This is an optimization exercise on Yosys and OpenROAD, whose aim is small area, not a production implementation.
In this exercise RTL edits were held to simulation tests only and were not proved equivalent to the original.
Power figures rest on the tool's default switching activity, not on a simulated workload.

==> build 68 <==
==> flow/design.v (excerpt) <==
module pio_pin_arbiter #(
  parameter int unsigned NUM_SM   = 4,
  parameter int unsigned NUM_PINS = 32,
  parameter int unsigned SYNC_STG = 2
) (
  input  logic                   clock,
  input  logic                   reset_n,
  input  logic [NUM_SM-1:0]      out_valid,
  input  logic [32*NUM_SM-1:0]   out_data,
  input  logic [5*NUM_SM-1:0]    out_base,
  input  logic [6*NUM_SM-1:0]    out_count,
  input  logic [NUM_SM-1:0]      dir_valid,
  input  logic [32*NUM_SM-1:0]   dir_data,
  input  logic [5*NUM_SM-1:0]    dir_base,
  input  logic [6*NUM_SM-1:0]    dir_count,
  input  logic [NUM_SM-1:0]      side_valid,
  input  logic [NUM_SM-1:0]      side_pindir,
  input  logic [5*NUM_SM-1:0]    side_data,
  input  logic [5*NUM_SM-1:0]    side_base,
  input  logic [3*NUM_SM-1:0]    side_count,
  input  logic [5*NUM_SM-1:0]    in_base,
  input  logic [NUM_PINS-1:0]    pad_in,
  output logic [NUM_PINS-1:0]    pad_out,
  output logic [NUM_PINS-1:0]    pad_oe,
  output logic [32*NUM_SM-1:0]   in_data,
  output logic                   conflict
);
==> module pio_pin_arbiter, before the edit <==
module pio_pin_arbiter #(
  parameter int unsigned NUM_SM   = 4,
  parameter int unsigned NUM_PINS = 32,
  parameter int unsigned SYNC_STG = 2
) (
  input  logic                   clock,
  input  logic                   reset_n,
  input  logic [NUM_SM-1:0]      out_valid,
  input  logic [32*NUM_SM-1:0]   out_data,
  input  logic [5*NUM_SM-1:0]    out_base,
  input  logic [6*NUM_SM-1:0]    out_count,
  input  logic [NUM_SM-1:0]      dir_valid,
  input  logic [32*NUM_SM-1:0]   dir_data,
  input  logic [5*NUM_SM-1:0]    dir_base,
  input  logic [6*NUM_SM-1:0]    dir_count,
  input  logic [NUM_SM-1:0]      side_valid,
  input  logic [NUM_SM-1:0]      side_pindir,
  input  logic [5*NUM_SM-1:0]    side_data,
  input  logic [5*NUM_SM-1:0]    side_base,
  input  logic [3*NUM_SM-1:0]    side_count,
  input  logic [5*NUM_SM-1:0]    in_base,
  input  logic [NUM_PINS-1:0]    pad_in,
  output logic [NUM_PINS-1:0]    pad_out,
  output logic [NUM_PINS-1:0]    pad_oe,
  output logic [32*NUM_SM-1:0]   in_data,
  output logic                   conflict
);
  logic [31:0] pad_out_q, pad_out_d;
  logic [31:0] pad_oe_q, pad_oe_d;
  logic        conflict_q, conflict_d;
  logic [1:0][31:0] sync_q;
  function automatic logic [31:0] rotl(input logic [31:0] x, input logic [4:0] s);
    logic [31:0] t;
    t = x;
    if (s[0]) t = {t[30:0], t[31]};
    if (s[1]) t = {t[29:0], t[31:30]};
    if (s[2]) t = {t[27:0], t[31:28]};
    if (s[3]) t = {t[23:0], t[31:24]};
    if (s[4]) t = {t[15:0], t[31:16]};
    rotl = t;
  endfunction
  function automatic logic [31:0] rotr(input logic [31:0] x, input logic [4:0] s);
    logic [31:0] t;
    t = x;
    if (s[0]) t = {t[0], t[31:1]};
    if (s[1]) t = {t[1:0], t[31:2]};
    if (s[2]) t = {t[3:0], t[31:4]};
    if (s[3]) t = {t[7:0], t[31:8]};
    if (s[4]) t = {t[15:0], t[31:16]};
    rotr = t;
  endfunction
  function automatic logic [31:0] therm(input logic [4:0] b);
    logic [31:0] t, u;
    t = '0;
    t[0] = ~b[0];
    t[1] = 1'b1;
    for (int k = 1; k < 5; k++) begin
      u = t;
      for (int j = 0; j < 16; j++) begin
        if (j < (1 << k)) begin
          u[j]            = ~b[k] & t[j];
          u[(1 << k) + j] = ~b[k] | t[j];
        end
      end
      t = u;
    end
    therm = t;
  endfunction
  function automatic logic [31:0] window(input logic [4:0] b, input logic [5:0] n);
    logic [5:0] e;
    logic [31:0] tb, te;
    e  = {1'b0, b} + n;
    tb = therm(b);
    te = therm(e[4:0]);
    window = e[5] ? (tb | ~te) : (tb & ~te);
  endfunction
  function automatic logic [7:0] rotl8(input logic [7:0] x, input logic [2:0] s);
    logic [7:0] t;
    t = x;
    if (s[0]) t = {t[6:0], t[7]};
    if (s[1]) t = {t[5:0], t[7:6]};
    if (s[2]) t = {t[3:0], t[7:4]};
    rotl8 = t;
  endfunction
  logic [3:0][31:0] om, od, dm, dd, sm, sd, svm, sdm, wv, wd;
  logic [3:0][5:0]  oc, dc, sc;
  logic [3:0][7:0]  s8, m8, r8;
  always_comb begin
    for (int i = 0; i < 4; i++) begin
      oc[i] = out_valid[i] ? (out_count[6*i+5] ? 6'd32 : out_count[6*i +: 6]) : 6'd0;
      dc[i] = dir_valid[i] ? (dir_count[6*i+5] ? 6'd32 : dir_count[6*i +: 6]) : 6'd0;
      sc[i] = side_valid[i] ? ((side_count[3*i +: 3] >= 3'd5) ? 6'd5 : {3'd0, side_count[3*i +: 3]}) : 6'd0;
      om[i] = window(out_base[5*i +: 5], oc[i]);
      dm[i] = window(dir_base[5*i +: 5], dc[i]);
      od[i] = rotl(out_data[32*i +: 32], out_base[5*i +: 5]);
      dd[i] = rotl(dir_data[32*i +: 32], dir_base[5*i +: 5]);
      for (int q = 0; q < 8; q++) m8[i][q] = (6'(q) < sc[i]);
      sm[i] = rotl({24'd0, m8[i]}, side_base[5*i +: 5]);
      s8[i] = {3'b000, side_data[5*i +: 5]};
      r8[i] = rotl8(s8[i], side_base[5*i +: 3]);
      sd[i]  = {4{r8[i]}};
      svm[i] = side_pindir[i] ? 32'd0 : sm[i];
      sdm[i] = side_pindir[i] ? sm[i] : 32'd0;
    end
  end
  logic [3:0][31:0] vv, vd;
  always_comb begin
    for (int i = 0; i < 4; i++) begin
      wv[i] = om[i] | svm[i];
      wd[i] = dm[i] | sdm[i];
      vv[i] = (od[i] & ~svm[i]) | (sd[i] & svm[i]);
      vd[i] = (dd[i] & ~sdm[i]) | (sd[i] & sdm[i]);
    end
    pad_out_d = pad_out_q;
    pad_oe_d  = pad_oe_q;
    for (int i = 0; i < 4; i++) begin
      pad_out_d = (pad_out_d & ~wv[i]) | (vv[i] & wv[i]);
      pad_oe_d  = (pad_oe_d & ~wd[i])  | (vd[i] & wd[i]);
    end
    conflict_d = |((wv[0] & wv[1]) | (wv[2] & wv[3]) | ((wv[0] | wv[1]) & (wv[2] | wv[3])))
               | |((wd[0] & wd[1]) | (wd[2] & wd[3]) | ((wd[0] | wd[1]) & (wd[2] | wd[3])));
  end
  always_ff @(posedge clock or negedge reset_n) begin
    if (!reset_n) begin
      pad_out_q  <= '0;
      pad_oe_q   <= '0;
      conflict_q <= 1'b0;
    end else begin
      pad_out_q  <= pad_out_d;
      pad_oe_q   <= pad_oe_d;
      conflict_q <= conflict_d;
    end
  end
  always_ff @(posedge clock or negedge reset_n) begin
    if (!reset_n) begin
      sync_q <= '0;
    end else begin
      sync_q[0] <= pad_in;
      sync_q[1] <= sync_q[0];
    end
  end
  always_comb begin
    for (int i = 0; i < 4; i++) in_data[32*i +: 32] = rotr(sync_q[1], in_base[5*i +: 5]);
  end
  assign pad_out  = pad_out_q;
  assign pad_oe   = pad_oe_q;
  assign conflict = conflict_q;
endmodule
Settings: LEC_CHECK=0, CAP_MARGIN=20, CORE_MARGIN=2, CORE_UTILIZATION=50, GPL_TIMING_DRIVEN=0, SETUP_SLACK_MARGIN=0.5, SLEW_MARGIN=20; clock period 8.0 ns.
standard.sh (not shown) runs the stock make flow with config.mk's settings and CLKGATE_MAP_FILE= SYNTH_SCRIPT=/design/flow/synth_recipe.tcl, a recipe that flattens the netlist after the stock synthesis.
==> flow/flow/run.sh <==
#!/bin/bash
# Standard ORFS layout with these changes:
#  * synthesis maps with area-oriented ABC scripts (amap after a few kinds of
#    logic restructuring; the smallest result is kept) and a few
#    non-inverting cells left out, so that muxes map to inverting AOI/OAI gates;
#    adders are left to ABC too (no full-adder cell extraction, no Kogge-Stone
#    carry map); everything else (registers, flattening, renaming) is the standard flow's.
#    The standard synthesis is run first only to read its register names, and
#    each register of the area-mapped netlist takes the name of the standard
#    register that drives the same net (yosys numbers unnamed cells by order).
#  * port buffers are the smallest buffer (buf_1) instead of the tool's pick.
#  * the clock tree uses clkbuf_8, small sink clusters and no dummy loads.
set -euo pipefail
W=$(pwd)
F=$W/flow
P=${FLOW_PLATFORM:-sky130hd}

# 1. standard synthesis: register names only
bash $W/standard.sh synth > $W/std_synth_make.log 2>&1
cp $W/orfs/results/$P/pio_pin_arbiter/base/1_2_yosys.v $W/std_synth.v
cp -r $W/orfs/logs $W/std_synth_logs
python3 $F/regnames.py std $W/std_synth.v $W/std_regs.txt > $W/regnames_std.log 2>&1
rm -rf $W/orfs

# 2. area-oriented synthesis and the layout
cat > $W/abc_args.tcl <<T
source $F/abc_best.tcl
set abc_args [list -script $F/abc_amap.abc {*}\$lib_args {*}\$lib_dont_use_args \\
  -dont_use sky130_fd_sc_hd__mux4_1 -dont_use sky130_fd_sc_hd__mux4_2 -dont_use sky130_fd_sc_hd__mux4_4 \\
  -dont_use sky130_fd_sc_hd__mux2_1 -dont_use sky130_fd_sc_hd__mux2_2 -dont_use sky130_fd_sc_hd__mux2_4 \\
  -dont_use sky130_fd_sc_hd__mux2_8 -dont_use sky130_fd_sc_hd__mux2i_1 -dont_use sky130_fd_sc_hd__mux2i_2 \\
  -dont_use sky130_fd_sc_hd__mux2i_4 -dont_use sky130_fd_sc_hd__o22a_1 -dont_use sky130_fd_sc_hd__o22a_2 \\
  -dont_use sky130_fd_sc_hd__o22a_4 -dont_use sky130_fd_sc_hd__a22o_1 -dont_use sky130_fd_sc_hd__a22o_2 \\
  -dont_use sky130_fd_sc_hd__a22o_4]
puts "abc_args: \$abc_args"
T
cat > $W/reg_names.tcl <<T
write_json $W/pre_regs.json
puts [exec python3 $F/regnames.py map $W/std_regs.txt $W/pre_regs.json $W/reg_renames.txt]
set fh [open $W/reg_renames.txt r]
yosys cd \$::env(DESIGN_NAME)
foreach line [split [read \$fh] "\n"] {
  if { \$line eq "" } { continue }
  lassign [split \$line "\t"] old new
  yosys rename \$old \$new
}
close \$fh
yosys cd ..
T
sed -e "s#^source \$::env(SCRIPTS_DIR)/synth_preamble.tcl\$#&\nsource $W/abc_args.tcl#" \
    -e "s#^  log_cmd abc {\*}\$abc_args\$#  abc_best [glob $F/abc_*.abc]#" \
  $FLOW_HOME/scripts/synth.tcl > $W/area_synth_core.tcl
grep -q "source $W/abc_args.tcl" $W/area_synth_core.tcl
grep -q "abc_best" $W/area_synth_core.tcl
sed -e "s#source \$::env(SCRIPTS_DIR)/synth.tcl#source $W/area_synth_core.tcl#" \
    -e "s#^write_verilog #source $W/reg_names.tcl\n&#" \
  $W/synth_recipe.tcl > $W/area_synth.tcl
grep -q "area_synth_core.tcl" $W/area_synth.tcl
grep -q "reg_names.tcl" $W/area_synth.tcl
bash $W/standard.sh SYNTH_SCRIPT=$W/area_synth.tcl ADDER_MAP_FILE= SYNTH_OPERATIONS_ARGS=-nofsm \
  "BUFFER_PORTS_ARGS=-buffer_cell sky130_fd_sc_hd__buf_1" \
  "CTS_ARGS=-sink_clustering_enable -repair_clock_nets -dont_use_dummy_load -buf_list sky130_fd_sc_hd__clkbuf_8 -root_buf sky130_fd_sc_hd__clkbuf_8 -sink_clustering_size 10 -sink_clustering_max_diameter 60" \
  ${FLOW_RUN_TARGET:-finish} > $W/flow_make.log 2>&1
==> flow/flow/abc_amap.abc <==
strash
dch -f
amap
==> flow/flow/abc_best.tcl <==
# Map with each area script in turn and keep the smallest result.
proc abc_best { scripts } {
  global abc_args lib_args
  design -save pre_abc
  set best ""
  set best_area 0
  foreach s $scripts {
    design -load pre_abc
    abc {*}[lreplace $abc_args 1 1 $s]
    set st [tee -q -s result.string stat {*}$lib_args]
    if { ![regexp {Chip area for module[^:]*: ([0-9.]+)} $st -> area] } {
      error "no area for $s"
    }
    puts "abc_best: [file tail $s] area $area"
    if { $best eq "" || $area < $best_area } {
      set best $s
      set best_area $area
    }
  }
  puts "abc_best: using [file tail $best] ($best_area)"
  design -load pre_abc
  abc {*}[lreplace $abc_args 1 1 $best]
}
==> flow/flow/abc_dc2_amap.abc <==
strash
dc2
dch -f
amap
==> flow/flow/abc_dc2_if4_amap.abc <==
strash
dc2
dch -f
if -a -K 4
strash
dch -f
amap
==> flow/flow/abc_dc2_if_amap.abc <==
strash
dc2
dch -f
if -a -K 6
strash
dch -f
amap
==> flow/flow/abc_dch_amap.abc <==
strash
dch
amap
==> flow/flow/abc_gdch_amap.abc <==
strash
&get -n
&st
&dch -f
&put
amap
==> flow/flow/abc_gif4_amap.abc <==
strash
&get -n
&st
&dch -f
&if -a -K 4
&st
&put
dch -f
amap
==> flow/flow/abc_gif_amap.abc <==
strash
&get -n
&st
&synch2
&if -a -K 6
&st
&put
dch -f
amap
==> flow/flow/abc_if2_amap.abc <==
strash
dch -f
if -a -K 6
strash
dch -f
if -a -K 6
strash
dch -f
amap
==> flow/flow/abc_if3_amap.abc <==
strash
dch -f
if -a -K 3
strash
dch -f
amap
==> flow/flow/abc_if44_amap.abc <==
strash
dch -f
if -a -K 4
strash
dch -f
if -a -K 4
strash
dch -f
amap
==> flow/flow/abc_if4_amap.abc <==
strash
dch -f
if -a -K 4
strash
dch -f
amap
==> flow/flow/abc_if4_amapx.abc <==
strash
dch -f
if -a -K 4
strash
dch -f
amap -F 2 -A 6
==> flow/flow/abc_if4n_amap.abc <==
strash
dch
if -a -K 4
strash
dch
amap
==> flow/flow/abc_if5_amap.abc <==
strash
dch -f
if -a -K 5
strash
dch -f
amap
==> flow/flow/abc_if8_amap.abc <==
strash
dch -f
if -a -K 8
strash
dch -f
amap
==> flow/flow/abc_if_amap.abc <==
strash
dch -f
if -a -K 6
strash
dch -f
amap
==> flow/flow/abc_ifmfs_amap.abc <==
strash
dch -f
if -a -K 6
mfs2
strash
dch -f
amap
==> flow/flow/abc_resyn_amap.abc <==
strash
balance
rewrite
refactor
balance
rewrite
rewrite -z
balance
refactor -z
rewrite -z
balance
dch -f
amap
==> flow/flow/abc_resyn_if4_amap.abc <==
strash
balance
rewrite
refactor
balance
rewrite
rewrite -z
balance
refactor -z
rewrite -z
balance
dch -f
if -a -K 4
strash
dch -f
amap
==> flow/flow/abc_resyn_if_amap.abc <==
strash
balance
rewrite
refactor
balance
rewrite
rewrite -z
balance
refactor -z
rewrite -z
balance
dch -f
if -a -K 6
strash
dch -f
amap
Other scripts of this flow, unchanged in this note and not shown: flow/flow/regnames.py
==> trial 17: changes against build 68 <==
--- a/flow/design.v
+++ b/flow/design.v
@@ -84,5 +84,9 @@
   endfunction
+  function automatic logic [7:0] therm8(input logic [2:0] b);
+    for (int q = 0; q < 8; q++) therm8[q] = (3'(q) >= b);
+  endfunction
   logic [3:0][31:0] om, od, dm, dd, sm, sd, svm, sdm, wv, wd;
   logic [3:0][5:0]  oc, dc, sc;
-  logic [3:0][7:0]  s8, m8, r8;
+  logic [3:0][7:0]  s8, m8, r8, n8, t8;
+  logic [3:0][3:0]  h4;
   always_comb begin
@@ -97,5 +101,8 @@
       for (int q = 0; q < 8; q++) m8[i][q] = (6'(q) < sc[i]);
-      sm[i] = rotl({24'd0, m8[i]}, side_base[5*i +: 5]);
       s8[i] = {3'b000, side_data[5*i +: 5]};
       r8[i] = rotl8(s8[i], side_base[5*i +: 3]);
+      n8[i] = rotl8(m8[i], side_base[5*i +: 3]);
+      h4[i] = 4'b1 << side_base[5*i+3 +: 2];
+      t8[i] = therm8(side_base[5*i +: 3]);
+      sm[i] = rotl({24'd0, m8[i]}, side_base[5*i +: 5]);
       sd[i]  = {4{r8[i]}};
--- a/flow/config.mk
+++ b/flow/config.mk
@@ -9,3 +9,3 @@
 export CORE_MARGIN = 2
-export CORE_UTILIZATION = 50
+export CORE_UTILIZATION = 62
 export GPL_TIMING_DRIVEN = 0
removed: flow/flow/abc_dc2_if4_amap.abc
removed: flow/flow/abc_gif4_amap.abc
removed: flow/flow/abc_if3_amap.abc
removed: flow/flow/abc_if44_amap.abc
removed: flow/flow/abc_if4_amapx.abc
removed: flow/flow/abc_if4n_amap.abc
removed: flow/flow/abc_if5_amap.abc
removed: flow/flow/abc_resyn_if4_amap.abc
==> build 8: changes against build 68 <==
--- a/flow/design.v
+++ b/flow/design.v
@@ -84,5 +84,9 @@
   endfunction
+  function automatic logic [7:0] therm8(input logic [2:0] b);
+    for (int q = 0; q < 8; q++) therm8[q] = (3'(q) >= b);
+  endfunction
   logic [3:0][31:0] om, od, dm, dd, sm, sd, svm, sdm, wv, wd;
   logic [3:0][5:0]  oc, dc, sc;
-  logic [3:0][7:0]  s8, m8, r8;
+  logic [3:0][7:0]  s8, m8, r8, n8, t8;
+  logic [3:0][3:0]  h4;
   always_comb begin
@@ -97,5 +101,9 @@
       for (int q = 0; q < 8; q++) m8[i][q] = (6'(q) < sc[i]);
-      sm[i] = rotl({24'd0, m8[i]}, side_base[5*i +: 5]);
       s8[i] = {3'b000, side_data[5*i +: 5]};
       r8[i] = rotl8(s8[i], side_base[5*i +: 3]);
+      n8[i] = rotl8(m8[i], side_base[5*i +: 3]);
+      h4[i] = 4'b1 << side_base[5*i+3 +: 2];
+      t8[i] = therm8(side_base[5*i +: 3]);
+      for (int p = 0; p < 32; p++)
+        sm[i][p] = n8[i][p % 8] & (t8[i][p % 8] ? h4[i][p / 8] : h4[i][(p / 8 + 3) % 4]);
       sd[i]  = {4{r8[i]}};
@@ -105,10 +113,3 @@
   end
-  logic [3:0][31:0] vv, vd;
   always_comb begin
-    for (int i = 0; i < 4; i++) begin
-      wv[i] = om[i] | svm[i];
-      wd[i] = dm[i] | sdm[i];
-      vv[i] = (od[i] & ~svm[i]) | (sd[i] & svm[i]);
-      vd[i] = (dd[i] & ~sdm[i]) | (sd[i] & sdm[i]);
-    end
     pad_out_d = pad_out_q;
@@ -116,4 +117,8 @@
     for (int i = 0; i < 4; i++) begin
-      pad_out_d = (pad_out_d & ~wv[i]) | (vv[i] & wv[i]);
-      pad_oe_d  = (pad_oe_d & ~wd[i])  | (vd[i] & wd[i]);
+      pad_out_d = (pad_out_d & ~om[i])  | (od[i] & om[i]);
+      pad_out_d = (pad_out_d & ~svm[i]) | (sd[i] & svm[i]);
+      pad_oe_d  = (pad_oe_d & ~dm[i])   | (dd[i] & dm[i]);
+      pad_oe_d  = (pad_oe_d & ~sdm[i])  | (sd[i] & sdm[i]);
+      wv[i] = om[i] | svm[i];
+      wd[i] = dm[i] | sdm[i];
     end
--- a/flow/flow/run.sh
+++ b/flow/flow/run.sh
@@ -2,7 +2,5 @@
 # Standard ORFS layout with these changes:
-#  * synthesis maps with area-oriented ABC scripts (amap after a few kinds of
-#    logic restructuring; the smallest result is kept) and a few
+#  * synthesis maps with an area-oriented ABC script (amap) and a few
 #    non-inverting cells left out, so that muxes map to inverting AOI/OAI gates;
-#    adders are left to ABC too (no full-adder cell extraction, no Kogge-Stone
-#    carry map); everything else (registers, flattening, renaming) is the standard flow's.
+#    everything else in synthesis (registers, flattening, renaming) is the standard flow's.
 #    The standard synthesis is run first only to read its register names, and
@@ -26,4 +24,3 @@
 cat > $W/abc_args.tcl <<T
-source $F/abc_best.tcl
-set abc_args [list -script $F/abc_amap.abc {*}\$lib_args {*}\$lib_dont_use_args \\
+set abc_args [list -script $F/area.abc {*}\$lib_args {*}\$lib_dont_use_args \\
   -dont_use sky130_fd_sc_hd__mux4_1 -dont_use sky130_fd_sc_hd__mux4_2 -dont_use sky130_fd_sc_hd__mux4_4 \\
@@ -49,7 +46,5 @@
 T
-sed -e "s#^source \$::env(SCRIPTS_DIR)/synth_preamble.tcl\$#&\nsource $W/abc_args.tcl#" \
-    -e "s#^  log_cmd abc {\*}\$abc_args\$#  abc_best [glob $F/abc_*.abc]#" \
+sed "s#^source \$::env(SCRIPTS_DIR)/synth_preamble.tcl\$#&\nsource $W/abc_args.tcl#" \
   $FLOW_HOME/scripts/synth.tcl > $W/area_synth_core.tcl
 grep -q "source $W/abc_args.tcl" $W/area_synth_core.tcl
-grep -q "abc_best" $W/area_synth_core.tcl
 sed -e "s#source \$::env(SCRIPTS_DIR)/synth.tcl#source $W/area_synth_core.tcl#" \
@@ -59,3 +54,3 @@
 grep -q "reg_names.tcl" $W/area_synth.tcl
-bash $W/standard.sh SYNTH_SCRIPT=$W/area_synth.tcl ADDER_MAP_FILE= SYNTH_OPERATIONS_ARGS=-nofsm \
+bash $W/standard.sh SYNTH_SCRIPT=$W/area_synth.tcl \
   "BUFFER_PORTS_ARGS=-buffer_cell sky130_fd_sc_hd__buf_1" \
==> flow/flow/area.abc (new file) <==
strash
dch -f
amap
--- a/flow/config.mk
+++ b/flow/config.mk
@@ -7,3 +7,3 @@
 export LEC_CHECK = 0
-export CAP_MARGIN = 20
+export CAP_MARGIN = 10
 export CORE_MARGIN = 2
@@ -12,2 +12,2 @@
 export SETUP_SLACK_MARGIN = 0.5
-export SLEW_MARGIN = 20
+export SLEW_MARGIN = 10
removed: flow/flow/abc_amap.abc
removed: flow/flow/abc_best.tcl
removed: flow/flow/abc_dc2_amap.abc
removed: flow/flow/abc_dc2_if4_amap.abc
removed: flow/flow/abc_dc2_if_amap.abc
removed: flow/flow/abc_dch_amap.abc
removed: flow/flow/abc_gdch_amap.abc
removed: flow/flow/abc_gif4_amap.abc
removed: flow/flow/abc_gif_amap.abc
removed: flow/flow/abc_if2_amap.abc
removed: flow/flow/abc_if3_amap.abc
removed: flow/flow/abc_if44_amap.abc
removed: flow/flow/abc_if4_amap.abc
removed: flow/flow/abc_if4_amapx.abc
removed: flow/flow/abc_if4n_amap.abc
removed: flow/flow/abc_if5_amap.abc
removed: flow/flow/abc_if8_amap.abc
removed: flow/flow/abc_if_amap.abc
removed: flow/flow/abc_ifmfs_amap.abc
removed: flow/flow/abc_resyn_amap.abc
removed: flow/flow/abc_resyn_if4_amap.abc
removed: flow/flow/abc_resyn_if_amap.abc
==> qor summary <==
Status: build 8 no timing/DRC/antenna violations; build 68 no timing/DRC/antenna violations; trial 17 no timing/DRC/antenna violations
Antenna diode count: build 8 14; build 68 16; trial 17 34
Clock share of power: build 8 0.080; build 68 0.095; trial 17 0.088
Die height: build 8 271.0 um; build 68 261.8 um; trial 17 235.5 um
Met2 track demand over resource: build 8 0.7484; build 68 0.7839; trial 17 0.8546
Number of cells in the design after placement: build 8 7,766; build 68 7,241; trial 17 7,070
Largest clock skew in the final design: build 8 19.53 ps; build 68 40.15 ps; trial 17 30.51 ps
Power spent charging and discharging nets: build 8 3644 uW; build 68 3335 uW; trial 17 3267 uW
Met1 track utilization from global routing: build 8 0.6640; build 68 0.6573; trial 17 0.7098
Inverters excl. clock: build 8 760; build 68 571; trial 17 572
Power attributed to combinational cells: build 8 4490 uW; build 68 3980 uW; trial 17 3960 uW
Power Sequential: build 8 978 uW; build 68 953 uW; trial 17 953 uW
Peak supply drop: build 8 0.1185 mV; build 68 0.1422 mV; trial 17 0.1273 mV
DP Area: build 8 39,640 um^2; build 68 37,080 um^2; trial 17 36,760 um^2
Smallest hold slack: build 8 328.2 ps; build 68 335.9 ps; trial 17 335.3 ps
Final Instance Area: build 8 40,040 um^2; build 68 37,680 um^2; trial 17 37,460 um^2
Count of vias placed by the detailed router: build 8 57,870; build 68 55,750; trial 17 56,960
Worst reg2reg setup slack: build 8 7040 ps; build 68 5630 ps; trial 17 5560 ps
Clock latency on the worst-skew pair: build 8 530 ps; build 68 600 ps; trial 17 520 ps
Ratio of cells with drive above 1 in the final layout: build 8 0.01723; build 68 0.02780; trial 17 0.02339

port drivers added, routing unchanged:
The flow's constraints put no driver on any port. The routed layouts listed below were extracted and timed again, unchanged, in two steps. Step 1, drivers: a clkbuf_16 drives clock and a buf_2 each remaining input, both assumed. Step 2 moves the port delays by t, midway between the first and last clock arrival at a register: inputs arrive t later, outputs are due t later. That takes back most of the time a late clock gives input paths. Slacks: no drivers / after step 1 / after step 2; pairs: no drivers / after step 1.
run	t (ns)	slack for setup (ns)	clock arrival spread, ns
build 68	0.637	0.509 / 0.524 / -0.113	0.045 / 0.045
trial 17	0.567	0.301 / 0.289 / -0.277	0.055 / 0.055
build 8	0.552	0.610 / 0.627 / 0.075	0.034 / 0.034
With both steps, setup timing fails in build 68 and trial 17, where it was met with ideal ports. The setup slack of build 68, which loses most, moves by +0.015 ns with the drivers and by -0.622 ns with both steps.
